From an optimization exercise on the open Yosys and OpenROAD flow, aimed at small area, a short achievable clock period and few clock cycles per item; shortcuts taken in it are not production practice. Where RTL was checked, it was by simulation tests only, not by an equivalence proof against the original. Only the layout flow was run in runs 1 and 2; the RTL was not checked for function there.

File: flow/run.sh
#!/bin/bash
# synth_recipe.tcl (not shown) runs the flow's synth.tcl, then flattens the netlist and writes it again
# the make line also repeats each setting of config.mk as NAME=value (left out here)
make -C /OpenROAD-flow-scripts/flow DESIGN_CONFIG=/design/flow/config.mk WORK_HOME=/design/flow/orfs CLKGATE_MAP_FILE= SYNTH_SCRIPT=/design/flow/synth_recipe.tcl finish
File: flow/config.mk
export PLATFORM = sky130hd
export DESIGN_NAME = octahedral_normal_encoder_unit
export DESIGN_NICKNAME = octahedral_normal_encoder_unit
export VERILOG_FILES = /design/flow/design.v
export SDC_FILE = /design/flow/constraint.sdc
export NUM_CORES = 4
export LEC_CHECK = 0
export CAP_MARGIN = 20
export CORE_MARGIN = 2
export CORE_UTILIZATION = 40
export SETUP_SLACK_MARGIN = 2.0
export SLEW_MARGIN = 20
File: flow/constraint.sdc
create_clock -name core_clock -period 5.0 [get_ports {i_clk}]
set_input_delay 1.0000 -clock core_clock [delete_from_list [all_inputs] [get_ports {i_clk}]]
set_output_delay 1.0000 -clock core_clock [all_outputs]
set_load 0.01 [all_outputs]
File: flow/design.v
package octne_pkg;
    localparam int QBITS     = 15;
    localparam int HALF_BITS = 16;
    localparam int LW        = 17;
endpackage
module octne_div_step (
    input  logic [octne_pkg::LW-1:0]     i_den,
    input  logic [octne_pkg::LW:0]       i_rem_u,
    input  logic [octne_pkg::QBITS-1:0]  i_low_u,
    input  logic [octne_pkg::LW:0]       i_rem_v,
    input  logic [octne_pkg::QBITS-1:0]  i_low_v,
    output logic [octne_pkg::LW:0]       o_rem_u,
    output logic [octne_pkg::QBITS-1:0]  o_low_u,
    output logic [octne_pkg::LW:0]       o_rem_v,
    output logic [octne_pkg::QBITS-1:0]  o_low_v
);
    localparam int LW = octne_pkg::LW;
    localparam int QB = octne_pkg::QBITS;
    logic s_u, s_v;
    assign s_u = i_rem_u[LW];
    assign s_v = i_rem_v[LW];
    octne_add #(.W(LW+1)) u_lane (
        .i_a   ({i_rem_u[LW-1:0], i_low_u[QB-1]}),
        .i_b   ({1'b0, i_den} ^ {(LW+1){~s_u}}),
        .i_cin (~s_u),
        .o_s   (o_rem_u)
    );
    octne_add #(.W(LW+1)) v_lane (
        .i_a   ({i_rem_v[LW-1:0], i_low_v[QB-1]}),
        .i_b   ({1'b0, i_den} ^ {(LW+1){~s_v}}),
        .i_cin (~s_v),
        .o_s   (o_rem_v)
    );
    assign o_low_u = {i_low_u[QB-2:0], ~o_rem_u[LW]};
    assign o_low_v = {i_low_v[QB-2:0], ~o_rem_v[LW]};
endmodule
module octne_add #(
    parameter int W = 16
) (
    input  logic [W-1:0] i_a,
    input  logic [W-1:0] i_b,
    input  logic         i_cin,
    output logic [W-1:0] o_s
);
    localparam int NL = $clog2(W + 1);
    logic [W:0] g [0:NL];
    logic [W:0] p [0:NL];
    genvar i, l;
    generate
        assign g[0][0] = i_cin;
        assign p[0][0] = 1'b0;
        for (i = 0; i < W; i++) begin : g_pg
            assign g[0][i+1] = i_a[i] & i_b[i];
            assign p[0][i+1] = i_a[i] ^ i_b[i];
        end
        for (l = 0; l < NL; l++) begin : g_lvl
            for (i = 0; i <= W; i++) begin : g_node
                if ((i >> l) & 1) begin : g_op
                    localparam int J = ((i >> l) << l) - 1;
                    assign g[l+1][i] = g[l][i] | (p[l][i] & g[l][J]);
                    assign p[l+1][i] = p[l][i] & p[l][J];
                end else begin : g_pass
                    assign g[l+1][i] = g[l][i];
                    assign p[l+1][i] = p[l][i];
                end
            end
        end
        for (i = 0; i < W; i++) begin : g_sum
            assign o_s[i] = p[0][i+1] ^ g[NL][i];
        end
    endgenerate
endmodule
module octahedral_normal_encoder_unit #(
    parameter int COMP_WIDTH = 16
) (
    input  logic                         i_clk,
    input  logic                         i_rst_n,
    input  logic                         i_valid,
    output logic                         o_stall,
    input  logic signed [COMP_WIDTH-1:0] i_comp_x,
    input  logic signed [COMP_WIDTH-1:0] i_comp_y,
    input  logic signed [COMP_WIDTH-1:0] i_comp_z,
    output logic                         o_valid,
    input  logic                         i_stall,
    output logic [31:0]                  o_packed_oct,
    output logic                         o_zero_vector
);
    localparam int LW = octne_pkg::LW;
    localparam int QB = octne_pkg::QBITS;
    localparam int RW = LW + 1;               
    localparam logic [QB-2:0] REGMASK = 14'b11_1111_1111_1111;
    localparam int REC = 3 + LW + 2 * (RW + QB);
    logic w_adv;              
    logic r_hv, r_sv;         
    logic w_push, w_pop;
    logic w_fin_v;            
    assign w_adv   = ~r_sv;
    assign w_push  = w_adv & w_fin_v;
    assign w_pop   = r_hv & ~i_stall;
    assign o_stall = r_sv;
    assign o_valid = r_hv;
    always_ff @(posedge i_clk) begin
        if (!i_rst_n) begin
            r_hv  <= 1'b0;
            r_sv  <= 1'b0;
        end else begin
            r_hv  <= (r_hv & ~w_pop) | r_sv | w_push;
            r_sv  <= r_hv & ~w_pop & (r_sv | w_push);
        end
    end
    logic                  w_sx, w_sy, w_sz;
    logic [COMP_WIDTH-1:0] n_ax, n_ay, n_az;
    logic [COMP_WIDTH-1:0] r0_au, r0_av, r0_az;
    logic                  r0_nx, r0_ny, r0_fold, r0_v;
    assign w_sx = i_comp_x[COMP_WIDTH-1];
    assign w_sy = i_comp_y[COMP_WIDTH-1];
    assign w_sz = i_comp_z[COMP_WIDTH-1];
    octne_add #(.W(COMP_WIDTH)) u_abs_x (
        .i_a(i_comp_x ^ {COMP_WIDTH{w_sx}}), .i_b('0), .i_cin(w_sx), .o_s(n_ax));
    octne_add #(.W(COMP_WIDTH)) u_abs_y (
        .i_a(i_comp_y ^ {COMP_WIDTH{w_sy}}), .i_b('0), .i_cin(w_sy), .o_s(n_ay));
    octne_add #(.W(COMP_WIDTH)) u_abs_z (
        .i_a(i_comp_z ^ {COMP_WIDTH{w_sz}}), .i_b('0), .i_cin(w_sz), .o_s(n_az));
    always_ff @(posedge i_clk) begin
        if (!i_rst_n) begin
            r0_v <= 1'b0;
        end else if (w_adv) begin
            r0_v <= i_valid;
        end
    end
    always_ff @(posedge i_clk) begin
        if (w_adv) begin
            r0_au   <= w_sz ? n_ay : n_ax;
            r0_av   <= w_sz ? n_ax : n_ay;
            r0_az   <= n_az;
            r0_nx   <= w_sx;
            r0_ny   <= w_sy;
            r0_fold <= w_sz;
        end
    end
    logic [COMP_WIDTH-1:0] w_cs_s, w_cs_c;
    logic [LW:0]           w_su_s, w_su_c, w_sv_s, w_sv_c, w_nau, w_nav;
    logic [LW-1:0]         n_l1;
    logic [LW:0]           n_s_u, n_s_v;
    always_comb begin
        w_cs_s = r0_au ^ r0_av ^ r0_az;
        w_cs_c = (r0_au & r0_av) | (r0_au & r0_az) | (r0_av & r0_az);
        w_nau  = ~{2'b00, r0_au};
        w_nav  = ~{2'b00, r0_av};
        w_su_s = {2'b00, r0_av} ^ {2'b00, r0_az} ^ w_nau;
        w_su_c = ({2'b00, r0_av} & {2'b00, r0_az}) | ({2'b00, r0_av} & w_nau)
               | ({2'b00, r0_az} & w_nau);
        w_sv_s = {2'b00, r0_au} ^ {2'b00, r0_az} ^ w_nav;
        w_sv_c = ({2'b00, r0_au} & {2'b00, r0_az}) | ({2'b00, r0_au} & w_nav)
               | ({2'b00, r0_az} & w_nav);
    end
    octne_add #(.W(LW)) u_l1 (
        .i_a({1'b0, w_cs_s}), .i_b({w_cs_c, 1'b0}), .i_cin(1'b0), .o_s(n_l1));
    octne_add #(.W(LW+1)) u_su (
        .i_a(w_su_s), .i_b({w_su_c[LW-1:0], 1'b0}), .i_cin(1'b1), .o_s(n_s_u));
    octne_add #(.W(LW+1)) u_sv (
        .i_a(w_sv_s), .i_b({w_sv_c[LW-1:0], 1'b0}), .i_cin(1'b1), .o_s(n_s_v));
    logic [LW-1:0] ra_l1;
    logic [LW:0]   ra_s_u, ra_s_v;
    logic          ra_nx, ra_ny, ra_fold, ra_v;
    always_ff @(posedge i_clk) begin
        if (!i_rst_n) begin
            ra_v <= 1'b0;
        end else if (w_adv) begin
            ra_v <= r0_v;
        end
    end
    always_ff @(posedge i_clk) begin
        if (w_adv) begin
            ra_l1   <= n_l1;
            ra_s_u  <= n_s_u;
            ra_s_v  <= n_s_v;
            ra_nx   <= r0_nx;
            ra_ny   <= r0_ny;
            ra_fold <= r0_fold;
        end
    end
    logic [1:0]     w_k_u, w_k_v;
    logic [LW:0]    n_r1_u, n_r1_v;
    logic [REC-1:0] w_first;
    assign w_k_u = ra_s_u[QB+1:QB] + 2'd1;
    assign w_k_v = ra_s_v[QB+1:QB] + 2'd1;
    octne_add #(.W(LW+1)) u_r1_u (
        .i_a(~ra_s_u), .i_b({{(LW-1){1'b0}}, w_k_u}), .i_cin(1'b0), .o_s(n_r1_u));
    octne_add #(.W(LW+1)) u_r1_v (
        .i_a(~ra_s_v), .i_b({{(LW-1){1'b0}}, w_k_v}), .i_cin(1'b0), .o_s(n_r1_v));
    assign w_first = {ra_nx, ra_ny, ra_fold, ra_l1,
                      n_r1_u, ra_s_u[QB-1:1], ~n_r1_u[LW],
                      n_r1_v, ra_s_v[QB-1:1], ~n_r1_v[LW]};
    logic [REC-1:0] w_rec [0:QB-1];
    logic           w_vld [0:QB-1];
    logic [REC-1:0] r_first;
    logic           r_first_v;
    always_ff @(posedge i_clk) begin
        if (!i_rst_n) begin
            r_first_v <= 1'b0;
        end else if (w_adv) begin
            r_first_v <= ra_v;
        end
    end
    always_ff @(posedge i_clk) begin
        if (w_adv) begin
            r_first <= w_first;
        end
    end
    assign w_rec[0] = r_first;
    assign w_vld[0] = r_first_v;
    genvar k;
    generate
        for (k = 0; k < QB - 1; k++) begin : g_div
            logic [REC-1:0] n_rec;
            octne_div_step u_step (
                .i_den   (w_rec[k][2*(RW+QB) +: LW]),
                .i_rem_u (w_rec[k][RW+2*QB +: RW]),
                .i_low_u (w_rec[k][RW+QB +: QB]),
                .i_rem_v (w_rec[k][QB +: RW]),
                .i_low_v (w_rec[k][0 +: QB]),
                .o_rem_u (n_rec[RW+2*QB +: RW]),
                .o_low_u (n_rec[RW+QB +: QB]),
                .o_rem_v (n_rec[QB +: RW]),
                .o_low_v (n_rec[0 +: QB])
            );
            assign n_rec[REC-1:2*(RW+QB)] = w_rec[k][REC-1:2*(RW+QB)];
            if (REGMASK[k]) begin : g_reg
                logic [REC-1:0] r_rec;
                logic           r_v;
                always_ff @(posedge i_clk) begin
                    if (!i_rst_n) begin
                        r_v <= 1'b0;
                    end else if (w_adv) begin
                        r_v <= w_vld[k];
                    end
                end
                always_ff @(posedge i_clk) begin
                    if (w_adv) begin
                        r_rec <= n_rec;
                    end
                end
                assign w_rec[k+1] = r_rec;
                assign w_vld[k+1] = r_v;
            end else begin : g_comb
                assign w_rec[k+1] = n_rec;
                assign w_vld[k+1] = w_vld[k];
            end
        end
    endgenerate
    logic [REC-1:0] w_last;
    logic [LW-1:0]  w_den;
    logic [RW-1:0]  w_rem_u, w_rem_v, w_dx;
    logic [QB-1:0]  w_q_u, w_q_v;
    logic           w_nx, w_ny, w_fold, w_zero, w_tie_u, w_tie_v;
    logic [15:0]    w_m_u, w_m_v, w_inc_u, w_inc_v, n_u, n_v;
    logic           w_c_u, w_c_v;
    logic [32:0]    w_fin;
    always_comb begin
        w_last  = w_rec[QB-1];
        w_nx    = w_last[REC-1];
        w_ny    = w_last[REC-2];
        w_fold  = w_last[REC-3];
        w_den   = w_last[2*(RW+QB) +: LW];
        w_rem_u = w_last[RW+2*QB +: RW];
        w_q_u   = w_last[RW+QB +: QB];
        w_rem_v = w_last[QB +: RW];
        w_q_v   = w_last[0 +: QB];
        w_dx    = {1'b0, w_den};
        w_zero  = ~(|w_den);
        w_tie_u = ~w_den[0] & (~(|w_rem_u) |
                  ~(|((w_rem_u ^ w_dx) ^ {(w_rem_u[RW-2:0] | w_dx[RW-2:0]), 1'b0})));
        w_tie_v = ~w_den[0] & (~(|w_rem_v) |
                  ~(|((w_rem_v ^ w_dx) ^ {(w_rem_v[RW-2:0] | w_dx[RW-2:0]), 1'b0})));
        w_m_u   = (w_nx & ~w_fold) ? 16'hffff : ((w_fold & ~w_nx) ? 16'h7fff : 16'h0000);
        w_m_v   = (w_ny & ~w_fold) ? 16'hffff : ((w_fold & ~w_ny) ? 16'h7fff : 16'h0000);
        w_c_u   = w_fold ? (w_tie_u ^ w_nx) : w_nx;
        w_c_v   = w_fold ? (w_tie_v ^ w_ny) : w_ny;
    end
    octne_add #(.W(16)) u_out_u (
        .i_a({1'b0, w_q_u} ^ w_m_u), .i_b('0), .i_cin(w_c_u), .o_s(w_inc_u));
    octne_add #(.W(16)) u_out_v (
        .i_a({1'b0, w_q_v} ^ w_m_v), .i_b('0), .i_cin(w_c_v), .o_s(w_inc_v));
    always_comb begin
        n_u   = w_inc_u ^ {w_fold & w_nx, 15'd0};
        n_v   = w_inc_v ^ {w_fold & w_ny, 15'd0};
        w_fin = {w_zero, w_zero ? 32'd0 : {n_v, n_u}};
    end
    assign w_fin_v = w_vld[QB-1];
    logic [32:0] r_skid, r_out;
    always_ff @(posedge i_clk) begin
        if (w_adv) begin
            r_skid <= w_fin;
        end
        if (~r_hv | w_pop) begin
            r_out <= r_sv ? r_skid : w_fin;
        end
    end
    assign o_packed_oct  = r_out[31:0];
    assign o_zero_vector = r_out[32];
endmodule
==> impl_metrics.env, run 1 <==
export IMPL_grt_pass1_vias=46500
export IMPL_dieArea_mm2=0.198
export IMPL_areaGrowthSynthToFinish_pct=19.5
export IMPL_ys_flop_type="edfxtp_1"
export IMPL_numCtsBuffers=157
export IMPL_synthAdderAreaFrac_pct=13.5
export IMPL_clk_pin_slew_ps=60
export IMPL_wire_per_inst_um=18.7
export IMPL_synth_area_leaders="edfxtp_1, xnor2_1, ha_1, fa_1, inv_1"
export IMPL_arrival_ps=4110
export IMPL_slew_headroom_pct=27.6
export IMPL_synthXorXnorAreaFrac_pct=12.3
export IMPL_reg2reg_from="g_div[13].g_reg.r_rec[67]"
export IMPL_max_freq_ghz=0.280
export IMPL_yosys_register_bits=1480
export IMPL_crit_path_start_kind="flop"
export IMPL_viasPerCell=5.00
export IMPL_r2r_slack_ps=1430
export IMPL_yosysSeqAreaShare_pct=56.6
export IMPL_skew_ps=45.2
export IMPL_grt_max_degree=176
export IMPL_cp_required_ps=5540
export IMPL_critPathCapture="r_out[15]"
export IMPL_clock_sinks=1480
export IMPL_avgSynthCellArea_um2=13.2
export IMPL_slowest_delay_ps=390
export IMPL_grt_setup_unrepaired="yes"
export IMPL_critPathLaunch="g_div[13].g_reg.r_rec[67]"
export IMPL_syn_inst=5885
export IMPL_path_max_fanout=4
export IMPL_tns_ps=0
export IMPL_ios=87
export IMPL_nets=7211
export IMPL_max_cap_violations=0
export IMPL_hold_path_class="flop to flop"
export IMPL_critPathKind="flop to flop"
export IMPL_synthArstFlopShare_pct=0
export IMPL_finalNonFillerCells=9081
export IMPL_timing_rr_end="r_out[15]"
export IMPL_hold_slack_ps=393
export IMPL_r2r_cells=15
export IMPL_design_area_mm2=0.0928
export IMPL_num_rows=161
export IMPL_grt_pass1_wl_mm=262
export IMPL_final_cell_mix="edfxtp_1, xnor2_1, inv_1"
export IMPL_timing_final_ws_setup_ps=1430
export IMPL_drc=0
export IMPL_path_common_cell="xnor2_1"
export IMPL_drive_gt1_share_pct=16.5
export IMPL_synth_top_cell_area_share_pct=55.2
export IMPL_final_hold_viol_count=0
export IMPL_drv_slew=0
export IMPL_place_area_mm2=0.0819
export IMPL_antenna_found_initial=7
export IMPL_track_usage_pct=17.0
export IMPL_finalWirelength_mm=170
export IMPL_synthSimpleGateAreaFrac_pct=6.22
export IMPL_outcome="finished clean"
export IMPL_cts_tree="yes"
export IMPL_yosys_area_top_type="edfxtp_1"
export IMPL_die_y_um=445
export IMPL_slowest_stage="or3_4"
export IMPL_muxShareOfSynthArea_pct=0.661
export IMPL_ys_warn_count=14
export IMPL_drt_iter0_markers=2556
export IMPL_clock_latency_ps=810
export IMPL_place_congestion=0.859
export IMPL_post_route_min_period_ps=3570
export IMPL_endpoint_kind="flop"
export IMPL_synth_distinct_cells=77
export IMPL_period_share_pct=71.5
export IMPL_vias=45400
export IMPL_post_dp_hpwl_mm=123
export IMPL_dp_slack_ps=771
export IMPL_initial_utilization_pct=40.3
export IMPL_placed_cells=8471
export IMPL_worstPathCellList="inv_2, buf_4, ha_1, xnor2_1, nor4_1, nand3_1, nor4_2, o21ai_1, xnor2_1, ha_2, nand4_1, a2bb2o_4, nand3_4, or3_4, a32o_1"
export IMPL_synth_top_family_by_area="adder cells"
export IMPL_die_w_um=445
export IMPL_setup_violations=0
export IMPL_layout_commonest_cell="edfxtp_1"
export IMPL_io_buffers=86
export IMPL_drtAntennaViolNets=0
export IMPL_clock_tree_root_cell="clkbuf_16"
export IMPL_clockBufferDepth=3
export IMPL_drtPass1Iterations=6
export IMPL_synth_compound_area_share_pct=7.13
export IMPL_worst_slew_pin_transition_ps=1090
export IMPL_grt_ovfl_total=0
export IMPL_core_area_mm2=0.193
export IMPL_synth_edf_count=1428
export IMPL_syn_cell_area_mm2=0.0777
export IMPL_cts_htree_levels=4
Yosys cell counts (14+ instances only):
cell / number
buf_2: 29
buf_1: 34
nand3b_1: 19
nand2_1: 164
ha_1: 561
or2_1: 35
nor2_1: 256
nor3_1: 44
clkbuf_1: 20
nand4_1: 63
xor2_1: 198
inv_1: 649
a2111oi_0: 58
mux2i_1: 40
nand2b_1: 30
nand3_1: 105
or2_2: 16
a31oi_1: 56
and3_1: 14
nor2b_1: 85
a22o_1: 31
a211oi_1: 25
dfxtp_1: 52
o211ai_1: 47
edfxtp_1: 1428
a211o_1: 25
a41oi_1: 16
xnor2_1: 891
o31ai_1: 26
or3_1: 24
nor4_1: 28
a21oi_1: 273
o21ai_0: 57
o21ai_1: 108
nor3b_1: 19
fa_1: 174
a21o_1: 56
registers in the layout, indices dropped and copies added (netlist names), 16 cells and up:
name / count
g_div.g_reg.r_rec: 1204
r0_au: 16
r0_av: 16
r0_az: 16
r_first: 86
r_out: 33
r_skid: 33
ra_l1: 17
ra_s_u: 17
ra_s_v: 17
per-layer routing:
layer | share of wire, % | track usage [%] | vias to the layer above
met4 | 3.5 | 6.38 | 0
met5 | 0 | 0 | -
met1 | 41 | 19.9 | 22300
met3 | 2.9 | 2.29 | 308
met2 | 53 | 31.5 | 743
li1 | - | - | 22100
layout make-up:
class	count	area, um^2
fill	16600	100000
sequential	1480	43900
multi-input combinational	3670	33700
timing repair buffer	465	4270
clock buffer	186	4060
tap	2526	3160
inverter	650	2450
clock inverter	102	1300
antenna	2	5.00
worst max-delay path, delay by kind of cell (launching register included):
family,cells,cell delay [ps]
simple gates,6,1290
compound gates,3,720
fa+ha+maj,2,410
flops,1,370
xor+xnor,2,310
buf+inv,2,190
cells by family (layout without fill, tap and decap cells):
| logic type | count (synthesis) | after routing |
|---|---|---|
| compound gates | 851 | 852 |
| flops | 1480 | 1480 |
| simple gates | 944 | 944 |
| mux | 50 | 50 |
| buf+inv | 736 | 1403 |
| fa+ha+maj | 735 | 735 |
| other cells | 0 | 2 |
| xor+xnor | 1089 | 1089 |
repair_timing:
action / in CTS / in global routing
buffers inserted: 188 / 131
gates cloned: 1 / 0
pin swaps: 109 / 212
setup endpoints to repair: 338 / 217
hold buffers: 0 / 0
gates resized for setup: 259 / 341
how the worst min path moves through the flow:
| stage | cells past startpoint | start | endpoint |
|---|---|---|---|
| 6_report | 0 | g_div[0].g_reg.r_rec[41] | g_div[1].g_reg.r_rec[42] |
| 5_1_grt | 0 | g_div[0].g_reg.r_rec[41] | g_div[1].g_reg.r_rec[42] |
| 4_1_cts | 0 | r_first[8] | g_div[0].g_reg.r_rec[9] |
| 3_5_place_dp | 0 | r_first[43] | g_div[0].g_reg.r_rec[44] |
| 3_3_place_gp | 0 | g_div[6].g_reg.r_rec[46] | g_div[7].g_reg.r_rec[47] |
| 2_1_floorplan | 0 | r_first[9] | g_div[0].g_reg.r_rec[10] |
per-stage QoR:
step                utilization, %
floorplan                        -
global placement              42.5
detailed placement            42.5
CTS                           46.7
global route                  48.1
finish                        48.1
==> inputs of run 2 (changes only) <==
--- a/flow/config.mk
+++ b/flow/config.mk
@@ -8,5 +8,5 @@
 export CAP_MARGIN = 20
 export CORE_MARGIN = 2
 export CORE_UTILIZATION = 40
-export SETUP_SLACK_MARGIN = 2.0
+export SETUP_SLACK_MARGIN = 2.5
 export SLEW_MARGIN = 20
==> impl_metrics.env, run 2 <==
export IMPL_slew_headroom_pct=30.2
export IMPL_max_cap_violations=0
export IMPL_grt_max_degree=176
export IMPL_yosys_register_bits=1480
export IMPL_drtAntennaViolNets=0
export IMPL_synth_distinct_cells=77
export IMPL_areaGrowthSynthToFinish_pct=37.3
export IMPL_post_route_min_period_ps=3570
export IMPL_ys_flop_type="edfxtp_1"
export IMPL_die_y_um=445
export IMPL_path_max_fanout=4
export IMPL_path_common_cell="xnor2_1"
export IMPL_drc=0
export IMPL_hold_end="g_div[1].g_reg.r_rec[42]"
export IMPL_avgSynthCellArea_um2=13.2
export IMPL_yosys_cell_count_top_type="edfxtp_1"
export IMPL_slowest_delay_ps=410
export IMPL_r2r_cells=14
export IMPL_die_w_um=445
export IMPL_core_area_mm2=0.193
export IMPL_antenna_found_initial=5
export IMPL_vias=49200
export IMPL_outcome="finished clean"
export IMPL_critPathBufInv=1
export IMPL_skew_ps=46.7
export IMPL_crit_path_start_kind="flop"
export IMPL_multiInputGateArea_mm2=0.0416
export IMPL_layout_commonest_cell="edfxtp_1"
export IMPL_synthArstFlopShare_pct=0
export IMPL_cp_required_ps=5550
export IMPL_drtPass1Iterations=6
export IMPL_clockBufferDepth=3
export IMPL_regArea_mm2=0.0439
export IMPL_holdPathStages=0
export IMPL_clock_tree_root_cell="clkbuf_16"
export IMPL_post_dp_hpwl_mm=123
export IMPL_r2r_slack_ps=1430
export IMPL_finalWirelength_mm=193
export IMPL_synth_common_cells="edfxtp_1, xnor2_1, inv_1"
export IMPL_worstPathCellList="inv_2, ha_1, xnor2_1, nor4_1, nand3_1, nor4_2, o21ai_1, xnor2_1, ha_2, nand4_1, a2bb2o_4, nand3_4, or3_4, a32o_1"
export IMPL_critPathKind="flop to flop"
export IMPL_num_rows=161
export IMPL_initial_utilization_pct=40.3
export IMPL_worst_slew_pin_transition_ps=1050
export IMPL_hold_path_class="flop to flop"
export IMPL_io_buffers=86
export IMPL_clk_pin_slew_ps=60
export IMPL_drive_gt1_share_pct=36.1
export IMPL_grt_ovfl_total=0
export IMPL_grt_pass1_wl_mm=285
export IMPL_cts_htree_levels=4
export IMPL_reg2reg_from="g_div[13].g_reg.r_rec[75]"
export IMPL_viasPerCell=5.09
export IMPL_fillers=14800
export IMPL_clock_latency_ps=820
export IMPL_place_congestion=0.859
export IMPL_nets=7801
export IMPL_dieArea_mm2=0.198
export IMPL_timing_rr_end="r_out[15]"
export IMPL_drv_slew=0
export IMPL_synth_area_leaders="edfxtp_1, xnor2_1, ha_1, fa_1, inv_1"
export IMPL_grt_setup_unrepaired="yes"
export IMPL_endpoint_kind="flop"
export IMPL_cts_tree="yes"
export IMPL_top_regs="g_div.g_reg.r_rec x1204, r_first x86"
export IMPL_regMostFlops="g_div.g_reg.r_rec"
export IMPL_final_cell_mix="edfxtp_1, xnor2_1, buf_4"
export IMPL_max_freq_ghz=0.280
export IMPL_synth_edf_count=1428
export IMPL_syn_inst=5885
export IMPL_wire_per_inst_um=19.9
export IMPL_ys_warn_count=14
export IMPL_tns_ps=0
export IMPL_ios=87
export IMPL_final_hold_viol_count=0
export IMPL_crit_family="simple AND/OR/NAND/NOR gates"
export IMPL_track_usage_pct=18.5
export IMPL_numCtsBuffers=157
export IMPL_syn_cell_area_mm2=0.0777
export IMPL_yosys_area_top_type="edfxtp_1"
export IMPL_period_share_pct=71.4
export IMPL_slowest_stage="edfxtp_1"
export IMPL_largest_register_ffs=1204
export IMPL_hp_start="g_div[0].g_reg.r_rec[41]"
export IMPL_grt_pass1_vias=50500
export IMPL_arrival_ps=4120
export IMPL_setup_violations=0
export IMPL_drt_iter0_markers=2848
export IMPL_synth_top_cell_area_share_pct=55.2
export IMPL_yosysSeqAreaShare_pct=56.6
export IMPL_clock_sinks=1480
-- run 2: cell counts after synthesis --
No cell type changed its count.
-- run 2: layer usage --
metal	up-vias	part of all wire, %	track usage (%)
li1	23300	-	-
met2	1007	53	34.2
met3	441	3.1	2.49
met4	0	5.0	8.03
met1	24500	39	21.2
met5	-	0	0
-- run 2: layout make-up --
cell class                 count  share of cell area (%)
sequential                  1480                    41.2
antenna                        3                 0.00704
inverter                     650                    2.30
tap                         2526                    2.96
clock buffer                 186                    3.81
timing repair buffer        1053                    9.45
timing repair inverter         2                 0.00939
clock inverter               102                    1.22
multi-input combinational   3670                    39.1
-- run 2: logic make-up (layout without fill, tap and decap cells) --
logic type / after synthesis / count (layout) / synth area share (%)
multiplexers: 50 / 50 / 0.661
other: 0 / 3 / 0
adder cells (fa/ha/maj): 735 / 735 / 13.5
AND/OR/NAND/NOR: 944 / 944 / 6.22
XOR/XNOR: 1089 / 1089 / 12.3
flip-flops: 1480 / 1480 / 56.6
buffers and inverters: 736 / 1993 / 3.62
AO/OA/AOI/OAI: 851 / 852 / 7.13
-- run 2: how the worst max path moves through the flow --
stage,endpoint,cells past startpoint,startpoint
global route,r_out[29],17,g_div[13].g_reg.r_rec[82]
finish,r_out[15],14,g_div[13].g_reg.r_rec[75]
detailed placement,r_out[29],15,g_div[13].g_reg.r_rec[70]
CTS,r_out[13],16,g_div[13].g_reg.r_rec[71]
global placement,r_out[29],15,g_div[13].g_reg.r_rec[70]
floorplan,g_div[0].g_reg.r_rec[0],4,r_sv
-- run 2: through the flow --
stage	instances	setup slack, ps	hold slack (ps)	cell area (um^2)	utilization, %
after global placement	8471	757	401	81900	42.5
final	9672	1430	392	107000	55.3
after global routing	9672	1210	386	107000	55.3
after CTS	9340	1390	383	98700	51.2
after detailed placement	8471	771	405	81900	42.5
after floorplan	5885	-17280	400	77700	-
-- run 2: what timing repair did --
| action | in CTS | in global routing |
|---|---|---|
| endpoints found under the setup margin | 1971 | 1188 |
| resized for setup | 1436 | 867 |
| hold buffers | 0 | 0 |
| setup buffers | 574 | 325 |
| pin swaps | 665 | 721 |
| gates cloned | 7 | 4 |
==> inputs of run 3 (changes only) <==
--- a/flow/design.v
+++ b/flow/design.v
@@ -42,7 +42,7 @@
     input  logic         i_cin,
     output logic [W-1:0] o_s
 );
-    localparam int NL = $clog2(W + 1);
+    localparam int NL = (W >= 32) ? 6 : (W >= 16) ? 5 : (W >= 8) ? 4 : (W >= 4) ? 3 : 2;
     logic [W:0] g [0:NL];
     logic [W:0] p [0:NL];
     genvar i, l;
@@ -279,12 +279,12 @@
         w_c_v   = w_fold ? (w_tie_v ^ w_ny) : w_ny;
     end
     octne_add #(.W(16)) u_out_u (
-        .i_a({1'b0, w_q_u} ^ w_m_u), .i_b('0), .i_cin(w_c_u), .o_s(w_inc_u));
+        .i_a({1'b0, w_q_u} ^ w_m_u), .i_b('0), .i_cin(1'b1), .o_s(w_inc_u));
     octne_add #(.W(16)) u_out_v (
-        .i_a({1'b0, w_q_v} ^ w_m_v), .i_b('0), .i_cin(w_c_v), .o_s(w_inc_v));
+        .i_a({1'b0, w_q_v} ^ w_m_v), .i_b('0), .i_cin(1'b1), .o_s(w_inc_v));
     always_comb begin
-        n_u   = w_inc_u ^ {w_fold & w_nx, 15'd0};
-        n_v   = w_inc_v ^ {w_fold & w_ny, 15'd0};
+        n_u   = (w_c_u ? w_inc_u : ({1'b0, w_q_u} ^ w_m_u)) ^ {w_fold & w_nx, 15'd0};
+        n_v   = (w_c_v ? w_inc_v : ({1'b0, w_q_v} ^ w_m_v)) ^ {w_fold & w_ny, 15'd0};
         w_fin = {w_zero, w_zero ? 32'd0 : {n_v, n_u}};
     end
     assign w_fin_v = w_vld[QB-1];
--- a/flow/config.mk
+++ b/flow/config.mk
@@ -8,5 +8,5 @@
 export CAP_MARGIN = 20
 export CORE_MARGIN = 2
 export CORE_UTILIZATION = 40
-export SETUP_SLACK_MARGIN = 2.5
+export SETUP_SLACK_MARGIN = 2.0
 export SLEW_MARGIN = 20
==> impl_metrics.env, run 3 <==
export IMPL_critPathKind="flop to flop"
export IMPL_cts_htree_levels=4
export IMPL_regMostFlops="g_div.g_reg.r_rec"
export IMPL_yosys_cell_count_top_type="edfxtp_1"
export IMPL_grt_pass1_vias=45700
export IMPL_core_area_mm2=0.190
export IMPL_post_route_min_period_ps=3730
export IMPL_synth_top_cell_area_share_pct=56.3
export IMPL_synthArstFlopShare_pct=0
export IMPL_io_buffers=86
export IMPL_worst_slew_pin_transition_ps=901
export IMPL_place_congestion=0.819
export IMPL_timing_rr_end="ra_l1[15]"
export IMPL_clock_tree_root_cell="clkbuf_16"
export IMPL_num_rows=160
export IMPL_endpoint_kind="flop"
export IMPL_die_w_um=440
export IMPL_syn_inst=5577
export IMPL_skew_ps=41.4
export IMPL_final_hold_viol_count=0
export IMPL_yosysSeqAreaShare_pct=57.7
export IMPL_clockBufferDepth=3
export IMPL_die_y_um=440
export IMPL_drc=0
export IMPL_drive_gt1_share_pct=24.7
export IMPL_slew_headroom_pct=39.5
export IMPL_regArea_mm2=0.0439
export IMPL_viasPerCell=4.87
export IMPL_clk_pin_slew_ps=60
export IMPL_largest_register_ffs=1204
export IMPL_grt_max_degree=148
export IMPL_final_util_pct=51.0
export IMPL_yosys_area_top_type="edfxtp_1"
export IMPL_multiInputGateArea_mm2=0.0360
export IMPL_synth_distinct_cells=87
export IMPL_numCtsBuffers=158
export IMPL_ys_flop_type="edfxtp_1"
export IMPL_ys_warn_count=14
export IMPL_slowest_delay_ps=510
export IMPL_holdPathStages=0
export IMPL_nets=7123
export IMPL_hold_buffers=0
export IMPL_areaGrowthSynthToFinish_pct=27.1
export IMPL_slowest_stage="fa_1"
export IMPL_max_freq_ghz=0.268
export IMPL_layout_commonest_cell="edfxtp_1"
export IMPL_yosys_register_bits=1480
export IMPL_final_cell_mix="edfxtp_1, xnor2_1, buf_4"
export IMPL_vias=43700
export IMPL_tns_ps=0
export IMPL_drtAntennaViolNets=0
export IMPL_ios=87
export IMPL_track_usage_pct=15.4
export IMPL_synth_common_cells="edfxtp_1, xnor2_1, ha_1"
export IMPL_initial_utilization_pct=40.2
export IMPL_setup_violations=0
export IMPL_grt_setup_unrepaired="yes"
export IMPL_wire_per_inst_um=17.0
export IMPL_crit_path_start_kind="flop"
export IMPL_place_area_mm2=0.0804
export IMPL_outcome="finished clean"
export IMPL_hold_path_class="flop to flop"
export IMPL_hp_start="g_div[4].g_reg.r_rec[37]"
export IMPL_syn_cell_area_mm2=0.0761
export IMPL_fillers=15600
export IMPL_post_dp_hpwl_mm=102
export IMPL_worstPathCellList="inv_2, fa_1, inv_2, ha_4, inv_2, fa_2, nor2b_2, o21ai_2, a21boi_2, o21ai_2, a2111o_1, a31oi_4, a21oi_2, o21bai_1, fa_2"
export IMPL_r2r_cells=15
export IMPL_cp_required_ps=5520
export IMPL_top_regs="g_div.g_reg.r_rec x1204, r_first x86"
export IMPL_hold_end="g_div[5].g_reg.r_rec[38]"
export IMPL_max_cap_violations=0
export IMPL_path_max_fanout=2
export IMPL_arrival_ps=4250
export IMPL_reg2reg_from="r0_av[1]"
export IMPL_clock_sinks=1480
export IMPL_synth_edf_count=1428
export IMPL_design_area_mm2=0.0967
export IMPL_clock_latency_ps=800
export IMPL_grt_pass1_wl_mm=237
export IMPL_cts_tree="yes"
export IMPL_antenna_found_initial=1
export IMPL_drt_iter0_markers=1834
export IMPL_grt_ovfl_total=0
export IMPL_r2r_slack_ps=1270
export IMPL_finalWirelength_mm=153
export IMPL_synth_area_leaders="edfxtp_1, ha_1, xnor2_1, fa_1, xor2_1"
export IMPL_avgSynthCellArea_um2=13.7
export IMPL_dieArea_mm2=0.194
export IMPL_period_share_pct=74.5
export IMPL_path_common_cell="inv_2"
export IMPL_drtPass1Iterations=5
export IMPL_drv_slew=0
## run 3: worst max-delay path by stage
stage                  start                 endpoint  slack, ps  cells after the start
floorplan               r_sv  g_div[0].g_reg.r_rec[0]     -16990                      2
global placement    r0_av[1]                ra_l1[15]        460                     15
detailed placement  r0_av[1]                ra_l1[15]        440                     15
CTS                 r0_av[1]                ra_l1[15]       1150                     15
global route        r0_av[1]                ra_l1[13]       1100                     21
finish              r0_av[1]                ra_l1[15]       1270                     15
## run 3: timing repair
action	4_1_cts	5_1_grt
gates resized for setup	607	527
endpoints found under the setup margin	348	241
setup buffers	344	180
endpoints found under the hold margin	0	0
pin swaps	359	384
gates cloned	8	3
## run 3: area by class of cell
class,instances,share of cell area (%)
Antenna cell,2,0.00517
Clock buffer,187,4.21
Clock inverter,100,1.27
Inverter,477,1.85
Multi-Input combinational cell,3534,37.3
Sequential cell,1480,45.4
Tap cell,2511,3.25
Timing Repair Buffer,689,6.74
## run 3: layer usage
| metal | part of all wire (%) | up-vias | global-route usage [%] | routed length [um] |
|---|---|---|---|---|
| met2 | 56 | 587 | 30.0 | 84900 |
| li1 | - | 21600 | - | - |
| met4 | 4.5 | 0 | 7.20 | 6820 |
| met1 | 37 | 21200 | 15.9 | 56800 |
| met3 | 2.7 | 305 | 2.42 | 4110 |
| met5 | 0 | - | 0 | 0 |
## run 3: cells by family after synthesis
logic type / count (synthesis) / synth area share [%]
buffers and inverters: 565 / 2.85
muxes: 62 / 0.835
and+or+nand+nor: 960 / 6.47
adders and majority gates: 731 / 13.7
AOI/OAI and AO/OA: 773 / 6.86
DFF: 1480 / 57.7
xor gates and xnor gates: 1006 / 11.6
## run 3: through the flow
step | instances | hold WS (ps) | setup slack (ps)
finish | 8980 | 380 | 1270
global route | 8979 | 381 | 1100
CTS | 8795 | 371 | 1150
detailed placement | 8156 | 405 | 443
global placement | 8156 | 401 | 461
floorplan | 5577 | 400 | -16990
## run 3: worst max-delay path: cells and delay by family (launching register included)
family / cells / cell delay [ps]
flops: 1 / 360
compound gates: 7 / 1290
fa+ha+maj: 4 / 1450
simple gates: 1 / 140
buf+inv: 3 / 210
Testbench counts of run 3, summed over its fixed seeds: cycles 12,152, items 12,000.
==> inputs of run 4 (changes only) <==
--- a/flow/design.v
+++ b/flow/design.v
@@ -110,7 +110,9 @@
     end
     logic                  w_sx, w_sy, w_sz;
     logic [COMP_WIDTH-1:0] n_ax, n_ay, n_az;
-    logic [COMP_WIDTH-1:0] r0_au, r0_av, r0_az;
+    logic [COMP_WIDTH-1:0] w_au, w_av;
+    logic [COMP_WIDTH-1:0] n_cs, n_cl, n_cu, n_cv;
+    logic [COMP_WIDTH-1:0] r0_cs, r0_cl, r0_cu, r0_cv;
     logic                  r0_nx, r0_ny, r0_fold, r0_v;
     assign w_sx = i_comp_x[COMP_WIDTH-1];
     assign w_sy = i_comp_y[COMP_WIDTH-1];
@@ -121,6 +123,14 @@
         .i_a(i_comp_y ^ {COMP_WIDTH{w_sy}}), .i_b('0), .i_cin(w_sy), .o_s(n_ay));
     octne_add #(.W(COMP_WIDTH)) u_abs_z (
         .i_a(i_comp_z ^ {COMP_WIDTH{w_sz}}), .i_b('0), .i_cin(w_sz), .o_s(n_az));
+    always_comb begin
+        w_au = w_sz ? n_ay : n_ax;
+        w_av = w_sz ? n_ax : n_ay;
+        n_cs = w_au ^ w_av ^ n_az;
+        n_cl = (w_au & w_av) | (w_au & n_az) | (w_av & n_az);
+        n_cu = (~w_au & w_av) | (~w_au & n_az) | (w_av & n_az);
+        n_cv = (w_au & ~w_av) | (w_au & n_az) | (~w_av & n_az);
+    end
     always_ff @(posedge i_clk) begin
         if (!i_rst_n) begin
             r0_v <= 1'b0;
@@ -130,36 +140,23 @@
     end
     always_ff @(posedge i_clk) begin
         if (w_adv) begin
-            r0_au   <= w_sz ? n_ay : n_ax;
-            r0_av   <= w_sz ? n_ax : n_ay;
-            r0_az   <= n_az;
+            r0_cs   <= n_cs;
+            r0_cl   <= n_cl;
+            r0_cu   <= n_cu;
+            r0_cv   <= n_cv;
             r0_nx   <= w_sx;
             r0_ny   <= w_sy;
             r0_fold <= w_sz;
         end
     end
-    logic [COMP_WIDTH-1:0] w_cs_s, w_cs_c;
-    logic [LW:0]           w_su_s, w_su_c, w_sv_s, w_sv_c, w_nau, w_nav;
     logic [LW-1:0]         n_l1;
     logic [LW:0]           n_s_u, n_s_v;
-    always_comb begin
-        w_cs_s = r0_au ^ r0_av ^ r0_az;
-        w_cs_c = (r0_au & r0_av) | (r0_au & r0_az) | (r0_av & r0_az);
-        w_nau  = ~{2'b00, r0_au};
-        w_nav  = ~{2'b00, r0_av};
-        w_su_s = {2'b00, r0_av} ^ {2'b00, r0_az} ^ w_nau;
-        w_su_c = ({2'b00, r0_av} & {2'b00, r0_az}) | ({2'b00, r0_av} & w_nau)
-               | ({2'b00, r0_az} & w_nau);
-        w_sv_s = {2'b00, r0_au} ^ {2'b00, r0_az} ^ w_nav;
-        w_sv_c = ({2'b00, r0_au} & {2'b00, r0_az}) | ({2'b00, r0_au} & w_nav)
-               | ({2'b00, r0_az} & w_nav);
-    end
     octne_add #(.W(LW)) u_l1 (
-        .i_a({1'b0, w_cs_s}), .i_b({w_cs_c, 1'b0}), .i_cin(1'b0), .o_s(n_l1));
+        .i_a({1'b0, r0_cs}), .i_b({r0_cl, 1'b0}), .i_cin(1'b0), .o_s(n_l1));
     octne_add #(.W(LW+1)) u_su (
-        .i_a(w_su_s), .i_b({w_su_c[LW-1:0], 1'b0}), .i_cin(1'b1), .o_s(n_s_u));
+        .i_a({2'b11, ~r0_cs}), .i_b({1'b0, r0_cu, 1'b0}), .i_cin(1'b1), .o_s(n_s_u));
     octne_add #(.W(LW+1)) u_sv (
-        .i_a(w_sv_s), .i_b({w_sv_c[LW-1:0], 1'b0}), .i_cin(1'b1), .o_s(n_s_v));
+        .i_a({2'b11, ~r0_cs}), .i_b({1'b0, r0_cv, 1'b0}), .i_cin(1'b1), .o_s(n_s_v));
     logic [LW-1:0] ra_l1;
     logic [LW:0]   ra_s_u, ra_s_v;
     logic          ra_nx, ra_ny, ra_fold, ra_v;
--- a/flow/config.mk
+++ b/flow/config.mk
@@ -7,6 +7,7 @@
 export LEC_CHECK = 0
 export CAP_MARGIN = 20
 export CORE_MARGIN = 2
-export CORE_UTILIZATION = 40
+export CORE_UTILIZATION = 55
+export CTS_BUF_LIST = sky130_fd_sc_hd__clkbuf_4 sky130_fd_sc_hd__clkbuf_8
 export SETUP_SLACK_MARGIN = 2.0
 export SLEW_MARGIN = 20
==> impl_metrics.env, run 4 <==
export IMPL_vias=44100
export IMPL_yosysSeqAreaShare_pct=58.0
export IMPL_skew_ps=73.3
export IMPL_die_w_um=377
export IMPL_drtAntennaViolNets=0
export IMPL_clk_pin_slew_ps=60
export IMPL_hold_slack_ps=376
export IMPL_design_area_mm2=0.0936
export IMPL_timing_rr_end="g_div[7].g_reg.r_rec[63]"
export IMPL_dieArea_mm2=0.142
export IMPL_antenna_found_initial=5
export IMPL_synth_edf_count=1444
export IMPL_synth_distinct_cells=86
export IMPL_final_util_pct=67.9
export IMPL_outcome="finished clean"
export IMPL_post_route_min_period_ps=3250
export IMPL_ys_warn_count=14
export IMPL_drt_iter0_markers=1983
export IMPL_slew_headroom_pct=30.5
export IMPL_largest_register_ffs=1204
export IMPL_synth_area_leaders="edfxtp_1, ha_1, xnor2_1, fa_1, xor2_1"
export IMPL_slowest_stage="fa_2"
export IMPL_slowest_delay_ps=510
export IMPL_clock_latency_ps=960
export IMPL_yosys_cell_count_top_type="edfxtp_1"
export IMPL_yosys_register_bits=1496
export IMPL_clock_sinks=1496
export IMPL_drive_gt1_share_pct=23.3
export IMPL_viasPerCell=5.31
export IMPL_worst_slew_pin_transition_ps=1040
export IMPL_final_cell_mix="edfxtp_1, xnor2_1, ha_1"
export IMPL_cp_required_ps=5720
export IMPL_drv_slew=0
export IMPL_r2r_slack_ps=1750
export IMPL_areaGrowthSynthToFinish_pct=22.3
export IMPL_reg2reg_from="g_div[6].g_reg.r_rec[65]"
export IMPL_final_hold_viol_count=0
export IMPL_hold_path_class="flop to flop"
export IMPL_hp_start="ra_l1[7]"
export IMPL_synth_top_cell_area_share_pct=56.6
export IMPL_finalWirelength_mm=159
export IMPL_nets=7127
export IMPL_r2r_cells=12
export IMPL_critPathKind="flop to flop"
export IMPL_syn_cell_area_mm2=0.0766
export IMPL_multiInputGateArea_mm2=0.0348
export IMPL_critPathBufInv=2
export IMPL_endpoint_kind="flop"
export IMPL_io_buffers=86
export IMPL_initial_utilization_pct=55.5
export IMPL_core_area_mm2=0.138
export IMPL_setup_violations=0
export IMPL_grt_ovfl_total=0
export IMPL_grt_pass1_wl_mm=246
export IMPL_die_y_um=377
export IMPL_syn_inst=5594
export IMPL_hold_buffers=0
export IMPL_hold_end="r_first[73]"
export IMPL_ios=87
export IMPL_path_max_fanout=8
export IMPL_cts_htree_levels=5
export IMPL_grt_max_degree=180
export IMPL_clock_tree_root_cell="clkbuf_8"
export IMPL_place_area_mm2=0.0802
export IMPL_crit_path_start_kind="flop"
export IMPL_num_rows=136
export IMPL_numCtsBuffers=274
export IMPL_layout_commonest_cell="edfxtp_1"
export IMPL_track_usage_pct=22.4
export IMPL_synthArstFlopShare_pct=0
export IMPL_max_cap_violations=0
export IMPL_place_congestion=0.857
export IMPL_regMostFlops="g_div.g_reg.r_rec"
export IMPL_drc=0
export IMPL_cts_tree="yes"
export IMPL_post_dp_hpwl_mm=112
export IMPL_grt_pass1_vias=45900
export IMPL_clockBufferDepth=4
export IMPL_top_regs="g_div.g_reg.r_rec x1204, r_first x86"
export IMPL_period_share_pct=64.9
export IMPL_synth_common_cells="edfxtp_1, xnor2_1, ha_1"
export IMPL_avgSynthCellArea_um2=13.7
export IMPL_grt_setup_unrepaired="yes"
export IMPL_worstPathCellList="buf_12, xnor2_1, ha_1, o21ai_1, o21a_1, a311o_1, o211ai_1, nand2_1, o21ai_2, nor2_2, fa_2, inv_1"
export IMPL_max_freq_ghz=0.308
export IMPL_fillers=9881
export IMPL_ys_flop_type="edfxtp_1"
export IMPL_arrival_ps=3970
export IMPL_holdPathStages=0
export IMPL_drtPass1Iterations=5
export IMPL_wire_per_inst_um=19.2
export IMPL_tns_ps=0
export IMPL_yosys_area_top_type="edfxtp_1"
export IMPL_regArea_mm2=0.0444
export IMPL_crit_family="compound AO/OA/AOI/OAI gates"
run 4: cell count changes after synthesis, moves of 16 or more:
cell and change:
o21a_1 +23, and3_1 -17, xor2_1 +34, nand2b_1 +73, clkbuf_1 +19, a21boi_0 -20
xnor2_1 -39, a21o_1 +35, edfxtp_1 +16, inv_1 -39, a21oi_1 -50, or2_2 +16
a31oi_1 -19
run 4: worst register-to-register path, delay by kind of cell (launching register included):
family	cells	cell delay [ps]
AOI/OAI and AO/OA	5	1190
adders and majority gates	2	820
DFF	1	410
and+or+nand+nor	2	230
buffers and inverters	2	210
xor gates and xnor gates	1	160
run 4: repair_timing:
action,in CTS,in global routing
pin swaps,308,385
resized for setup,439,455
gates cloned,0,3
setup buffers,241,152
endpoints found under the setup margin,390,235
run 4: through the flow:
step	worst slack [ps]	instances
final	1750	8305
after global routing	1640	8303
after CTS	1750	8146
after detailed placement	516	7466
after global placement	594	7465
after floorplan	-17220	5594
run 4: layout make-up:
class	count	area share, %
flip-flops and latches	1496	47.4
multi-input cells	3571	37.2
repair buffers	563	5.81
clock buffers	353	4.71
well taps	1794	2.40
inverters	438	1.77
clock inverters	86	0.706
diodes	4	0.0107
run 4: worst max path at each step:
stage / startpoint / cells past startpoint / slack [ps] / end
global placement: i_comp_y[2] / 11 / 590 / r0_cs[14]
detailed placement: i_comp_y[2] / 11 / 520 / r0_cs[14]
global route: g_div[6].g_reg.r_rec[65] / 12 / 1640 / g_div[7].g_reg.r_rec[63]
floorplan: r_sv / 2 / -17220 / g_div[0].g_reg.r_rec[0]
CTS: g_div[6].g_reg.r_rec[65] / 12 / 1750 / g_div[7].g_reg.r_rec[63]
finish: g_div[6].g_reg.r_rec[65] / 12 / 1750 / g_div[7].g_reg.r_rec[63]
run 4: cell families (layout without fill, tap and decap cells):
kind of cell / after synthesis / after routing / share of synthesized area [%]
flip-flops: 1496 / 1496 / 58.0
AND/OR/NAND/NOR: 1046 / 1046 / 7.04
XOR/XNOR: 1001 / 1001 / 11.5
AO/OA/AOI/OAI: 740 / 740 / 6.52
adder cells (fa/ha/maj): 731 / 731 / 13.7
buffers and inverters: 527 / 1440 / 2.63
multiplexers: 53 / 53 / 0.716
other: 0 / 4 / 0
run 4: layer usage:
metal	wire length, um	up-vias	global-route usage, %	share of wire, %
li1	-	21500	-	-
met1	59600	21400	24.1	37
met2	87100	711	42.7	55
met3	4550	417	3.34	2.9
met4	7980	0	10.7	5.0
met5	0	-	0	0
Testbench counts of run 4, summed over its fixed seeds: cycles 12,152, items 12,000.
==> inputs of run 5 (changes only) <==
--- a/flow/config.mk
+++ b/flow/config.mk
@@ -7,7 +7,6 @@
 export LEC_CHECK = 0
 export CAP_MARGIN = 20
 export CORE_MARGIN = 2
-export CORE_UTILIZATION = 55
-export CTS_BUF_LIST = sky130_fd_sc_hd__clkbuf_4 sky130_fd_sc_hd__clkbuf_8
+export CORE_UTILIZATION = 40
 export SETUP_SLACK_MARGIN = 2.0
 export SLEW_MARGIN = 20
==> impl_metrics.env, run 5 <==
export IMPL_outcome="finished clean"
export IMPL_grt_ovfl_total=0
export IMPL_drive_gt1_share_pct=22.7
export IMPL_ios=87
export IMPL_crit_path_start_kind="flop"
export IMPL_syn_inst=5594
export IMPL_regArea_mm2=0.0444
export IMPL_core_area_mm2=0.190
export IMPL_synth_edf_count=1444
export IMPL_dieArea_mm2=0.195
export IMPL_io_buffers=86
export IMPL_largest_register_ffs=1204
export IMPL_hold_path_class="flop to flop"
export IMPL_numCtsBuffers=159
export IMPL_synthArstFlopShare_pct=0
export IMPL_clock_latency_ps=800
export IMPL_regMostFlops="g_div.g_reg.r_rec"
export IMPL_synth_distinct_cells=86
export IMPL_arrival_ps=3770
export IMPL_num_rows=160
export IMPL_reg2reg_from="r_first[68]"
export IMPL_fillers=15900
export IMPL_die_w_um=442
export IMPL_place_congestion=0.820
export IMPL_max_freq_ghz=0.308
export IMPL_drtAntennaViolNets=0
export IMPL_yosys_area_top_type="edfxtp_1"
export IMPL_synth_top_cell_area_share_pct=56.6
export IMPL_layout_commonest_cell="edfxtp_1"
export IMPL_multiInputGateArea_mm2=0.0352
export IMPL_nets=7065
export IMPL_grt_pass1_vias=45500
export IMPL_timing_rr_end="g_div[0].g_reg.r_rec[63]"
export IMPL_ys_warn_count=14
export IMPL_top_regs="g_div.g_reg.r_rec x1204, r_first x86"
export IMPL_final_cell_mix="edfxtp_1, xnor2_1, ha_1"
export IMPL_skew_ps=38.7
export IMPL_worstPathCellList="xnor2_1, ha_1, nand2_2, o31ai_4, buf_6, a21oi_4, buf_12, o311ai_4, nand2_1, nand4b_1, nand2_2, nor2_2, fa_2, inv_1"
export IMPL_areaGrowthSynthToFinish_pct=24.5
export IMPL_cts_tree="yes"
export IMPL_drc=0
export IMPL_antenna_found_initial=3
export IMPL_hold_buffers=0
export IMPL_grt_setup_unrepaired="yes"
export IMPL_finalWirelength_mm=155
export IMPL_post_dp_hpwl_mm=110
export IMPL_period_share_pct=65.0
export IMPL_critPathKind="flop to flop"
export IMPL_r2r_slack_ps=1750
export IMPL_vias=43300
export IMPL_holdPathStages=0
export IMPL_cts_htree_levels=4
export IMPL_grt_max_degree=171
export IMPL_cp_required_ps=5520
export IMPL_grt_pass1_wl_mm=241
export IMPL_die_y_um=442
export IMPL_drt_iter0_markers=1895
export IMPL_finalNonFillerCells=8924
export IMPL_slowest_delay_ps=540
export IMPL_slowest_stage="edfxtp_1"
export IMPL_wire_per_inst_um=17.4
export IMPL_hp_start="g_div[0].g_reg.r_rec[84]"
export IMPL_setup_violations=0
export IMPL_yosys_register_bits=1496
export IMPL_clock_tree_root_cell="clkbuf_16"
export IMPL_final_hold_viol_count=0
export IMPL_clock_sinks=1496
export IMPL_drtPass1Iterations=5
export IMPL_max_cap_violations=0
export IMPL_placed_cells=8173
export IMPL_worst_slew_pin_transition_ps=934
export IMPL_yosysSeqAreaShare_pct=58.0
export IMPL_clockBufferDepth=3
export IMPL_yosys_cell_count_top_type="edfxtp_1"
export IMPL_slew_headroom_pct=37.7
export IMPL_viasPerCell=4.85
export IMPL_drv_slew=0
export IMPL_ys_flop_type="edfxtp_1"
export IMPL_hold_end="g_div[1].g_reg.r_rec[84]"
export IMPL_initial_utilization_pct=40.3
export IMPL_path_max_fanout=3
export IMPL_synth_common_cells="edfxtp_1, xnor2_1, ha_1"
export IMPL_track_usage_pct=15.8
export IMPL_synth_area_leaders="edfxtp_1, ha_1, xnor2_1, fa_1, xor2_1"
export IMPL_clk_pin_slew_ps=60
export IMPL_endpoint_kind="flop"
export IMPL_post_route_min_period_ps=3250
export IMPL_tns_ps=0
export IMPL_r2r_cells=14
export IMPL_syn_cell_area_mm2=0.0766
export IMPL_avgSynthCellArea_um2=13.7
export IMPL_path_common_cell="nand2_2"
[run 5: cell types whose count changed in the layout (fill, tap and decap cells not counted), sizes merged, moves of 3 or more]
cell,delta
dlymetal6s2s,-11
inv,+7
dlygate4sd2,+11
clkinv,+3
clkbuf,-160
bufinv,-4
buf,+60
bufbuf,+3
[run 5: metal layers]
layer | wire length (um) | track usage (%) | vias to the layer above
li1 | - | - | 21400
met1 | 55600 | 15.8 | 21000
met2 | 87300 | 31.3 | 558
met3 | 3850 | 2.31 | 331
met4 | 8450 | 7.99 | 0
met5 | 0 | 0 | -
[run 5: layout make-up]
| cell class | instances | area share, % |
|---|---|---|
| sequential | 1496 | 46.6 |
| multi-input combinational | 3571 | 36.9 |
| timing repair buffer | 616 | 6.17 |
| clock buffer | 200 | 4.47 |
| tap | 2511 | 3.30 |
| inverter | 438 | 1.74 |
| clock inverter | 90 | 0.820 |
| antenna | 2 | 0.00525 |
[run 5: worst max-delay path by stage]
stage / startpoint / endpoint / slack [ps] / cells past startpoint
floorplan: r_sv / g_div[0].g_reg.r_rec[0] / -17220 / 2
global placement: i_comp_y[15] / r0_cs[14] / 380 / 11
detailed placement: i_comp_y[15] / r0_cs[14] / 370 / 11
CTS: ra_s_u[16] / r_first[65] / 1700 / 11
global route: g_div[3].g_reg.r_rec[32] / g_div[4].g_reg.r_rec[30] / 1680 / 12
finish: r_first[68] / g_div[0].g_reg.r_rec[63] / 1750 / 14
[run 5: cell families (layout without fill, tap and decap cells)]
group | after synthesis | in the layout | synth area share, %
adder cells (fa/ha/maj) | 731 | 731 | 13.7
buffers and inverters | 527 | 1344 | 2.63
flip-flops | 1496 | 1496 | 58.0
XOR/XNOR | 1001 | 1001 | 11.5
AND/OR/NAND/NOR | 1046 | 1046 | 7.04
other | 0 | 2 | 0
AO/OA/AOI/OAI | 740 | 740 | 6.52
multiplexers | 53 | 53 | 0.716
[run 5: worst max-delay path, delay by kind of cell, from the launching register on]
| kind | cells | cell delay, ps |
|---|---|---|
| adder cells (fa/ha/maj) | 2 | 830 |
| AO/OA/AOI/OAI | 3 | 510 |
| flip-flops | 1 | 540 |
| AND/OR/NAND/NOR | 5 | 580 |
| buffers and inverters | 3 | 330 |
| XOR/XNOR | 1 | 190 |
[run 5: repair_timing]
action / 4_1_cts / 5_1_grt
buffers inserted: 262 / 193
endpoints found under the setup margin: 401 / 225
pin swaps: 333 / 413
resized for setup: 585 / 397
gates cloned: 3 / 1
endpoints found under the hold margin: 0 / 0
[run 5: metrics by stage]
stage	util (%)	worst slack (ps)	cell area (um^2)	hold WS (ps)
2_1_floorplan	-	-17220	76800	400
3_3_place_gp	42.6	381	81000	401
3_5_place_dp	42.6	368	81000	405
4_1_cts	48.1	1700	91600	380
5_1_grt	50.1	1680	95300	392
6_report	50.1	1750	95300	388
==> inputs of run 6 (changes only) <==
--- a/flow/design.v
+++ b/flow/design.v
@@ -91,21 +91,16 @@
     localparam logic [QB-2:0] REGMASK = 14'b11_1111_1111_1111;
     localparam int REC = 3 + LW + 2 * (RW + QB);
     logic w_adv;              
-    logic r_hv, r_sv;         
-    logic w_push, w_pop;
+    logic r_hv;               
     logic w_fin_v;            
-    assign w_adv   = ~r_sv;
-    assign w_push  = w_adv & w_fin_v;
-    assign w_pop   = r_hv & ~i_stall;
-    assign o_stall = r_sv;
+    assign w_adv   = ~(r_hv & i_stall);
+    assign o_stall = ~w_adv;
     assign o_valid = r_hv;
     always_ff @(posedge i_clk) begin
         if (!i_rst_n) begin
-            r_hv  <= 1'b0;
-            r_sv  <= 1'b0;
-        end else begin
-            r_hv  <= (r_hv & ~w_pop) | r_sv | w_push;
-            r_sv  <= r_hv & ~w_pop & (r_sv | w_push);
+            r_hv <= 1'b0;
+        end else if (w_adv) begin
+            r_hv <= w_fin_v;
         end
     end
     logic                  w_sx, w_sy, w_sz;
@@ -285,13 +280,10 @@
         w_fin = {w_zero, w_zero ? 32'd0 : {n_v, n_u}};
     end
     assign w_fin_v = w_vld[QB-1];
-    logic [32:0] r_skid, r_out;
-    always_ff @(posedge i_clk) begin
-        if (w_adv) begin
-            r_skid <= w_fin;
-        end
-        if (~r_hv | w_pop) begin
-            r_out <= r_sv ? r_skid : w_fin;
+    logic [32:0] r_out;
+    always_ff @(posedge i_clk) begin
+        if (w_adv) begin
+            r_out <= w_fin;
         end
     end
     assign o_packed_oct  = r_out[31:0];
--- a/flow/config.mk
+++ b/flow/config.mk
@@ -7,6 +7,9 @@
 export LEC_CHECK = 0
 export CAP_MARGIN = 20
 export CORE_MARGIN = 2
-export CORE_UTILIZATION = 40
+export CORE_UTILIZATION = 55
+export CTS_BUF_LIST = sky130_fd_sc_hd__clkbuf_4 sky130_fd_sc_hd__clkbuf_8
 export SETUP_SLACK_MARGIN = 2.0
 export SLEW_MARGIN = 20
+export SYNTH_HIERARCHICAL = 1
+export SYNTH_MINIMUM_KEEP_SIZE = 0
==> impl_metrics.env, run 6 <==
export IMPL_yosys_area_top_type="edfxtp_1"
export IMPL_cts_htree_levels=4
export IMPL_ys_warn_count=20
export IMPL_worst_slew_pin_transition_ps=937
export IMPL_wire_per_inst_um=19.5
export IMPL_path_max_fanout=2
export IMPL_timing_final_ws_setup_ps=1930
export IMPL_r2r_cells=10
export IMPL_drive_gt1_share_pct=15.5
export IMPL_yosysSeqAreaShare_pct=50.8
export IMPL_yosys_register_bits=1464
export IMPL_r2r_slack_ps=2000
export IMPL_arrival_ps=3740
export IMPL_drtPass1Iterations=8
export IMPL_hold_path_class="input pin to flop"
export IMPL_final_cell_mix="edfxtp_1, xnor2_1, inv_1"
export IMPL_drv_slew=0
export IMPL_synth_edf_count=1446
export IMPL_use_met3_pct=3.01
export IMPL_critPathKind="input pin to flop"
export IMPL_synthArstFlopShare_pct=0
export IMPL_hold_buffers=0
export IMPL_numCtsBuffers=241
export IMPL_syn_cell_area_mm2=0.0863
export IMPL_synth_area_leaders="edfxtp_1, ha_1, xnor2_1, fa_1, buf_4"
export IMPL_dp_slack_ps=169
export IMPL_clock_latency_ps=950
export IMPL_core_area_mm2=0.156
export IMPL_syn_inst=6738
export IMPL_skew_ps=50.5
export IMPL_cts_tree="yes"
export IMPL_design_area_mm2=0.0953
export IMPL_viasPerCell=5.34
export IMPL_avgSynthCellArea_um2=12.8
export IMPL_drt_iter0_markers=2658
export IMPL_slew_headroom_pct=37.5
export IMPL_finalNonFillerCells=9172
export IMPL_layout_commonest_cell="edfxtp_1"
export IMPL_clk_pin_slew_ps=60
export IMPL_grt_pass1_vias=49900
export IMPL_timing_rr_end="g_div[12].g_reg.r_rec[33]"
export IMPL_clockBufferDepth=3
export IMPL_antenna_found_initial=1
export IMPL_hold_end="r0_nx"
export IMPL_dieArea_mm2=0.160
export IMPL_outcome="finished clean"
export IMPL_ios=87
export IMPL_period_share_pct=61.4
export IMPL_nets=7836
export IMPL_setup_violations=0
export IMPL_finalWirelength_mm=178
export IMPL_synth_common_cells="edfxtp_1, xnor2_1, inv_1"
export IMPL_reg2reg_from="g_div[11].g_reg.r_rec[65]"
export IMPL_drtAntennaViolNets=0
export IMPL_num_rows=145
export IMPL_drc=0
export IMPL_areaGrowthSynthToFinish_pct=10.5
export IMPL_yosys_cell_count_top_type="edfxtp_1"
export IMPL_clock_sinks=1464
export IMPL_grt_pass1_wl_mm=277
export IMPL_die_y_um=400
export IMPL_regMostFlops="g_div.g_reg.r_rec"
export IMPL_synth_top_cell_area_share_pct=50.3
export IMPL_post_dp_hpwl_mm=133
[run 6: worst max path at each step]
stage	depth (start not counted)	endpoint	start	slack, ps
floorplan	2	g_div[0].g_reg.r_rec[0]	i_stall	-70
global placement	12	r0_cs[7]	i_comp_x[15]	180
detailed placement	12	r0_cs[7]	i_comp_x[15]	170
CTS	12	r_out[7]	g_div[13].g_reg.r_rec[83]	1890
global route	12	r0_cs[7]	i_comp_x[0]	1900
finish	12	r0_cs[7]	i_comp_x[0]	1930
[run 6: Yosys stat by module, one instance, submodules excluded, a selection]
| module | flops+latches | cells inside | cell area (um^2) |
|---|---|---|---|
| octahedral_normal_encoder_unit | 1464 | 2075 | 48400 |
| octne_div_step | 0 | 70 | 586 |
[run 6: final cells by class]
cell class	count	area, um^2
antenna	2	5.00
timing repair buffer	317	3120
tap	2058	2570
multi-input combinational	4216	38400
clock buffer	301	3770
sequential	1464	43800
fill	12300	60700
inverter	678	2560
clock inverter	136	1140
[run 6: routing by layer]
metal	up-vias	wire length (um)
li1	24000	-
met1	24000	72600
met5	-	0
met4	0	5370
met3	281	4710
met2	682	95800
[run 6: metrics by stage]
stage / setup TNS (ps) / hold WS, ps
detailed placement: 0 / 405
floorplan: -102610 / 400
finish: 0 / 289
global placement: 0 / 400
global route: 0 / 184
CTS: 0 / 244
[run 6: repair_timing]
| item | 4_1_cts | 5_1_grt |
|---|---|---|
| cloned | 2 | 1 |
| pin swaps | 58 | 131 |
| buffers inserted | 112 | 69 |
| resized for setup | 201 | 270 |
| setup endpoints to repair | 269 | 132 |
[run 6: kinds of logic after synthesis]
family / count (synthesis) / share of synthesized area, %
AO/OA/AOI/OAI: 1357 / 11.1
XOR/XNOR: 1000 / 10.2
adder cells (fa/ha/maj): 867 / 14.6
buffers and inverters: 1211 / 8.06
flip-flops: 1464 / 50.8
multiplexers: 65 / 0.757
other: 2 / 0.00871
AND/OR/NAND/NOR: 772 / 4.57
[run 6: critical path, cell delays in order]
cell	delay, ps
buf_6	100
xor2_2	170
fa_2	420
a211oi_4	330
o21ai_2	100
a21o_1	220
a21oi_2	150
fa_2	460
inv_2	110
mux2i_4	90
fa_1	550
inv_1	40
Testbench counts of run 6, summed over its fixed seeds: cycles 12,152, items 12,000.

-- separate check: timing with driven ports --
In the flow no input, the clock included, has a driving cell. The finished layouts below were timed again as built, in two steps. Step 1 sets driving cells, clkbuf_16 on the clock port and buf_2 on the other inputs (assumed; they add their load-dependent delay and slew). Step 2 times the ports against the registers' clock, not the clock port: input delays grow and output delays shrink by t, the midpoint of the rising clock arrivals with the driver on. Slacks: no drivers / after step 1 / after step 2; pairs: no drivers / after step 1.
run	t, ns	setup WS [ns]	worst setup path after step 2	worst register clock-pin slew, ns	pins driven straight from the clock port
run 1	0.879	1.427 / 1.427 / 1.408	input to register	0.07 / 0.07	1
run 2	0.881	1.429 / 1.429 / 1.429	register to register	0.07 / 0.07	1
run 3	0.863	1.274 / 1.274 / 1.274	register to register	0.07 / 0.07	1
run 4	0.995	1.755 / 1.755 / 1.126	input to register	0.07 / 0.07	1
run 5	0.853	1.751 / 1.751 / 1.204	input to register	0.06 / 0.06	1
run 6	0.998	1.931 / 1.958 / 0.960	input to register	0.07 / 0.07	1
After both steps setup and hold are still met in every run listed. The setup slack of run 6, which loses most, moves by +0.027 ns with the drivers and by -0.971 ns with both steps.
